From an optimization exercise on the open Yosys and OpenROAD flow, aimed at small area; shortcuts taken in it are not production practice.
The RTL was checked by simulation tests, not by an equivalence proof against the original design.
Power and IR drop assume default switching activity.

==> inputs of try-fjord <==
==> flow/design.v <==
package apb3_pkg;
    typedef enum logic [1:0] {
        IDLE = 2'd0,
        WAIT = 2'd1,
        DONE = 2'd2
    } apb3_state_e;
    localparam int unsigned CNT_W = 4;
    function automatic integer lanes_of(input integer width);
        lanes_of = width / 8;
    endfunction
    function automatic integer idx_shift_of(input integer width);
        idx_shift_of = $clog2(width / 8);
    endfunction
endpackage
import apb3_pkg::*;
module apb3_wait_ctr
(
    input  logic             clk_i,
    input  logic             rst_i,
    input  logic             load_i,
    input  logic [CNT_W-1:0] load_val_i,
    input  logic             dec_i,
    output logic [CNT_W-1:0] value_o,
    output logic             done_o
);
    logic [CNT_W-1:0] cnt_d;
    logic [CNT_W-1:0] cnt_q;
    always_comb begin
        cnt_d = cnt_q;
        if (load_i) begin
            cnt_d = load_val_i;
        end else if (dec_i && (cnt_q != '0)) begin
            cnt_d = cnt_q - 1'b1;
        end
    end
    always_ff @(posedge clk_i) begin
        if (rst_i) begin
            cnt_q <= '0;
        end else begin
            cnt_q <= cnt_d;
        end
    end
    assign value_o = cnt_q;
    assign done_o  = (cnt_q == CNT_W'(1));
endmodule
import apb3_pkg::*;
module apb3_slave_mem
#(
    parameter int unsigned ADDR_WIDTH  = 8,
    parameter int unsigned WIDTH       = 32,
    parameter int unsigned DEPTH       = 48,
    parameter int unsigned WAIT_STATES = 2
) (
    input  logic                  pclk_i,
    input  logic                  preset_i,
    input  logic                  psel_i,
    input  logic                  penable_i,
    input  logic                  pwrite_i,
    input  logic [ADDR_WIDTH-1:0] paddr_i,
    input  logic [WIDTH-1:0]      pwdata_i,
    input  logic [WIDTH/8-1:0]    pstrb_i,
    output logic [WIDTH-1:0]      prdata_o,
    output logic                  pready_o,
    output logic                  pslverr_o,
    output logic [1:0]            dbg_state_o
);
    localparam int unsigned LANES  = WIDTH / 8;
    localparam int unsigned SHIFT  = $clog2(WIDTH / 8);
    localparam int unsigned IDX_W  = ADDR_WIDTH - SHIFT;
    localparam int unsigned MIDX_W = (DEPTH > 1) ? $clog2(DEPTH) : 1;
    localparam logic [ADDR_WIDTH-1:0] ALIGN_MASK = ADDR_WIDTH'((1 << SHIFT) - 1);
    localparam logic [IDX_W:0]        DEPTH_L    = (IDX_W + 1)'(DEPTH);
    localparam logic [CNT_W-1:0]      WS_L       = CNT_W'(WAIT_STATES);
    typedef struct packed {
        logic [MIDX_W-1:0] widx;
        logic              write;
        logic [WIDTH-1:0]  wdata;
        logic              err;
        logic [LANES-1:0]  strb;
    } req_t;
    logic [1:0]       state_d, state_q;
    req_t             req_d, req_q;
    logic             pready_d, pready_q;
    logic             pslverr_d, pslverr_q;
    logic [WIDTH-1:0] prdata_d, prdata_q;
    logic [WIDTH-1:0] mem_d [DEPTH];
    logic [WIDTH-1:0] mem_q [DEPTH];
    logic [IDX_W-1:0] full_idx;
    logic             misaligned;
    logic             oob;
    logic [LANES-1:0] strb_in;
    logic             cnt_load;
    logic             cnt_dec;
    logic             cnt_done;
    logic [CNT_W-1:0] cnt_value;
    logic             enter_done;
    logic             wr_commit;
    always_comb begin
        full_idx   = paddr_i[ADDR_WIDTH-1:SHIFT];
        misaligned = ((paddr_i & ALIGN_MASK) != '0);
        oob        = ({1'b0, full_idx} >= DEPTH_L);
        strb_in    = pstrb_i;
    end
    apb3_wait_ctr u_wait_ctr (
        .clk_i      (pclk_i),
        .rst_i      (preset_i),
        .load_i     (cnt_load),
        .load_val_i (WS_L),
        .dec_i      (cnt_dec),
        .value_o    (cnt_value),
        .done_o     (cnt_done)
    );
    always_comb begin
        state_d    = state_q;
        req_d      = req_q;
        pready_d   = pready_q;
        pslverr_d  = pslverr_q;
        prdata_d   = prdata_q;
        cnt_load   = 1'b0;
        cnt_dec    = 1'b0;
        enter_done = 1'b0;
        wr_commit  = 1'b0;
        case (state_q)
            IDLE: begin
                if (psel_i && !penable_i) begin
                    req_d.widx  = full_idx[MIDX_W-1:0];
                    req_d.write = pwrite_i;
                    req_d.wdata = pwdata_i;
                    req_d.err   = misaligned | oob;
                    req_d.strb  = strb_in;
                    cnt_load    = 1'b1;
                    if (WS_L == '0) begin
                        state_d    = DONE;
                        enter_done = 1'b1;
                    end else begin
                        state_d = WAIT;
                    end
                end
            end
            WAIT: begin
                if (!psel_i) begin
                    state_d = IDLE;
                end else begin
                    cnt_dec = 1'b1;
                    if (cnt_done) begin
                        state_d    = DONE;
                        enter_done = 1'b1;
                    end
                end
            end
            DONE: begin
                if (!psel_i) begin
                    state_d   = IDLE;
                    pready_d  = 1'b0;
                    pslverr_d = 1'b0;
                    prdata_d  = '0;
                end else if (penable_i) begin
                    wr_commit = req_q.write & ~req_q.err;
                    state_d   = IDLE;
                    pready_d  = 1'b0;
                    pslverr_d = 1'b0;
                    prdata_d  = '0;
                end
            end
            default: begin
                state_d   = IDLE;
                pready_d  = 1'b0;
                pslverr_d = 1'b0;
                prdata_d  = '0;
            end
        endcase
        if (enter_done) begin
            pready_d  = 1'b1;
            pslverr_d = req_d.err;
            prdata_d  = (req_d.write || req_d.err) ? '0 : mem_q[req_d.widx];
        end
    end
    always_comb begin
        for (int i = 0; i < int'(DEPTH); i++) begin
            mem_d[i] = mem_q[i];
        end
        if (wr_commit) begin
            for (int b = 0; b < int'(LANES); b++) begin
                if (req_q.strb[b]) begin
                    mem_d[req_q.widx][8*b +: 8] = req_q.wdata[8*b +: 8];
                end
            end
        end
    end
    always_ff @(posedge pclk_i) begin
        if (preset_i) begin
            state_q   <= IDLE;
            req_q     <= '0;
            pready_q  <= 1'b0;
            pslverr_q <= 1'b0;
            prdata_q  <= '0;
        end else begin
            state_q   <= state_d;
            req_q     <= req_d;
            pready_q  <= pready_d;
            pslverr_q <= pslverr_d;
            prdata_q  <= prdata_d;
        end
    end
    always_ff @(posedge pclk_i) begin
        if (preset_i) begin
            for (int i = 0; i < int'(DEPTH); i++) begin
                mem_q[i] <= '0;
            end
        end else begin
            for (int i = 0; i < int'(DEPTH); i++) begin
                mem_q[i] <= mem_d[i];
            end
        end
    end
    assign prdata_o    = prdata_q;
    assign pready_o    = pready_q;
    assign pslverr_o   = pslverr_q;
    assign dbg_state_o = state_q;
endmodule
==> flow/run.sh <==
#!/bin/bash
# synth_recipe.tcl (not shown) runs the flow's synth.tcl, then flattens the netlist and writes it again
# the make line also repeats each setting of config.mk as NAME=value (left out here)
make -C /OpenROAD-flow-scripts/flow DESIGN_CONFIG=/design/flow/config.mk WORK_HOME=/design/flow/orfs CLKGATE_MAP_FILE= SYNTH_SCRIPT=/design/flow/synth_recipe.tcl finish
==> flow/config.mk <==
export PLATFORM = sky130hd
export DESIGN_NAME = apb3_slave_mem
export DESIGN_NICKNAME = apb3_slave_mem
export VERILOG_FILES = /design/flow/design.v
export SDC_FILE = /design/flow/constraint.sdc
export NUM_CORES = 4
export LEC_CHECK = 0
export CAP_MARGIN = 20
export CORE_MARGIN = 2
export CORE_UTILIZATION = 40
export SLEW_MARGIN = 20
==> flow/constraint.sdc <==
create_clock -name core_clock -period 10.0 [get_ports {pclk_i}]
set_input_delay 2.0000 -clock core_clock [delete_from_list [all_inputs] [get_ports {pclk_i}]]
set_output_delay 2.0000 -clock core_clock [all_outputs]
set_load 0.01 [all_outputs]
==> try-delta (differences from try-fjord) <==
==> flow/design.v, changed modules only <==
module apb3_slave_mem
#(
    parameter int unsigned ADDR_WIDTH  = 8,
    parameter int unsigned WIDTH       = 32,
    parameter int unsigned DEPTH       = 48,
    parameter int unsigned WAIT_STATES = 2
) (
    input  logic                  pclk_i,
    input  logic                  preset_i,
    input  logic                  psel_i,
    input  logic                  penable_i,
    input  logic                  pwrite_i,
    input  logic [ADDR_WIDTH-1:0] paddr_i,
    input  logic [WIDTH-1:0]      pwdata_i,
    input  logic [WIDTH/8-1:0]    pstrb_i,
    output logic [WIDTH-1:0]      prdata_o,
    output logic                  pready_o,
    output logic                  pslverr_o,
    output logic [1:0]            dbg_state_o
);
    localparam int unsigned LANES  = WIDTH / 8;
    localparam int unsigned SHIFT  = $clog2(WIDTH / 8);
    localparam int unsigned IDX_W  = ADDR_WIDTH - SHIFT;
    logic [1:0]       st_q;
    logic [WIDTH-1:0] mem_q [DEPTH];
    logic [IDX_W-1:0] idx;
    logic             err;
    logic [LANES-1:0] strb_in;
    logic             commit;
    logic [DEPTH-1:0] row_en;
    logic [LANES-1:0] lane_en;
    logic [WIDTH-1:0] wdata;
    logic [WIDTH-1:0] rdata;
    always_comb begin
        idx = paddr_i[ADDR_WIDTH-1:SHIFT];
        err = (paddr_i[SHIFT-1:0] != '0) || ({1'b0, idx} >= (IDX_W + 1)'(DEPTH));
        strb_in = pstrb_i;
    end
    assign pready_o    = st_q[1] & ~st_q[0];
    assign dbg_state_o = {st_q[1] & ~st_q[0], st_q[0]};
    assign pslverr_o   = err;
    assign commit = pready_o & psel_i & penable_i & pwrite_i & ~err;
    always_comb begin
        for (int i = 0; i < int'(DEPTH); i++) begin
            row_en[i] = preset_i | (commit & (idx == IDX_W'(i)));
        end
        for (int b = 0; b < int'(LANES); b++) begin
            lane_en[b] = preset_i | strb_in[b];
        end
        wdata = preset_i ? '0 : pwdata_i;
    end
    always_ff @(posedge pclk_i) begin
        if (preset_i) begin
            st_q <= 2'b00;
        end else begin
            st_q[0] <= psel_i & ~st_q[1] & (st_q[0] | ~penable_i);
            st_q[1] <= psel_i & st_q[0];
        end
    end
    always_ff @(posedge pclk_i) begin
        for (int i = 0; i < int'(DEPTH); i++) begin
            for (int b = 0; b < int'(LANES); b++) begin
                if (row_en[i] && lane_en[b]) begin
                    mem_q[i][8*b +: 8] <= wdata[8*b +: 8];
                end
            end
        end
    end
    always_comb begin
        rdata = '0;
        for (int i = 0; i < int'(DEPTH); i++) begin
            if (idx == IDX_W'(i)) begin
                rdata = rdata | mem_q[i];
            end
        end
    end
    assign prdata_o = rdata;
endmodule
==> summary of the runs <==
Of try-fjord and try-delta, try-fjord has the higher clock skew (gap 0.014 ns). Between try-delta and try-fjord, the lower worst hold slack is in try-fjord (gap 0.0059 ns). Clock power: try-delta is lower than try-fjord (14%). Critical path depth: try-delta is lower than try-fjord (1). Of try-delta and try-fjord, try-fjord has the higher global-route usage (gap 11 points). In try-delta the wire length is lower than in try-fjord, by 36%. Sequential cell count: try-fjord is higher than try-delta (82).
==> figures <==
| item | try-delta | try-fjord |
|---|---|---|
| Post-synth top flop | edfxtp_1 | dfxtp_1 |
| Number of CTS-inserted buffers | 157 | 175 |
| Routing usage on met3 | 0.111 | 0.130 |
| Count of cell types in the netlist | 59 | 77 |
| Hold path depth | 1 | 2 |
| Worst reg2reg path startpoint | st_q[0] | req_q[39] |
| Element type at the critical path end | primary output | flip-flop |
| Run status | finished clean | finished clean |
| Share of final-layout standard cells stronger than drive strength 1 | 0.159 | 0.0769 |
| Multiplexer share of the synthesized area | 0.0120 | 0.00281 |
| Area share of the largest cell type after synthesis | 0.765 | 0.470 |
| Switching share of power | 0.237 | 0.249 |
| Clock tree buffer count of the final layout | 195 | 262 |
| Crit Path Class | input pin to primary output | input pin to flip-flop |
| End point of the most critical hold path | st_q[0] | req_q[14] |
| # rows | 142 | 152 |

-- afterwards: timing with drivers on the ports --
Ports are ideal in the flow. The routed layouts listed here were re-timed in OpenROAD.
Step 1: set_driving_cell puts a clkbuf_16 on pclk_i and a buf_2 on each other input, an assumption about the parent block.
Step 2 moves the port delays by t, midway between the first and last clock arrival at a register: inputs arrive t later, outputs are due t later. That takes back most of the time a late clock gives input paths.
Three values: no drivers, after step 1, after step 2; two values: the first two.
| run | t (ns) | slack for setup (ns) | worst setup path at the end | latest minus earliest clock arrival (ns) |
|---|---|---|---|---|
| try-fjord | 0.944 | 4.182 / 4.240 / 3.296 | input to register | 0.044 / 0.044 |
| try-delta | 0.897 | 1.562 / 1.522 / 1.522 | input to output | 0.037 / 0.037 |
After both steps every run listed still meets setup and hold. For try-fjord, which loses most, drivers alone change the setup slack by +0.058 ns; drivers and shift together by -0.886 ns.
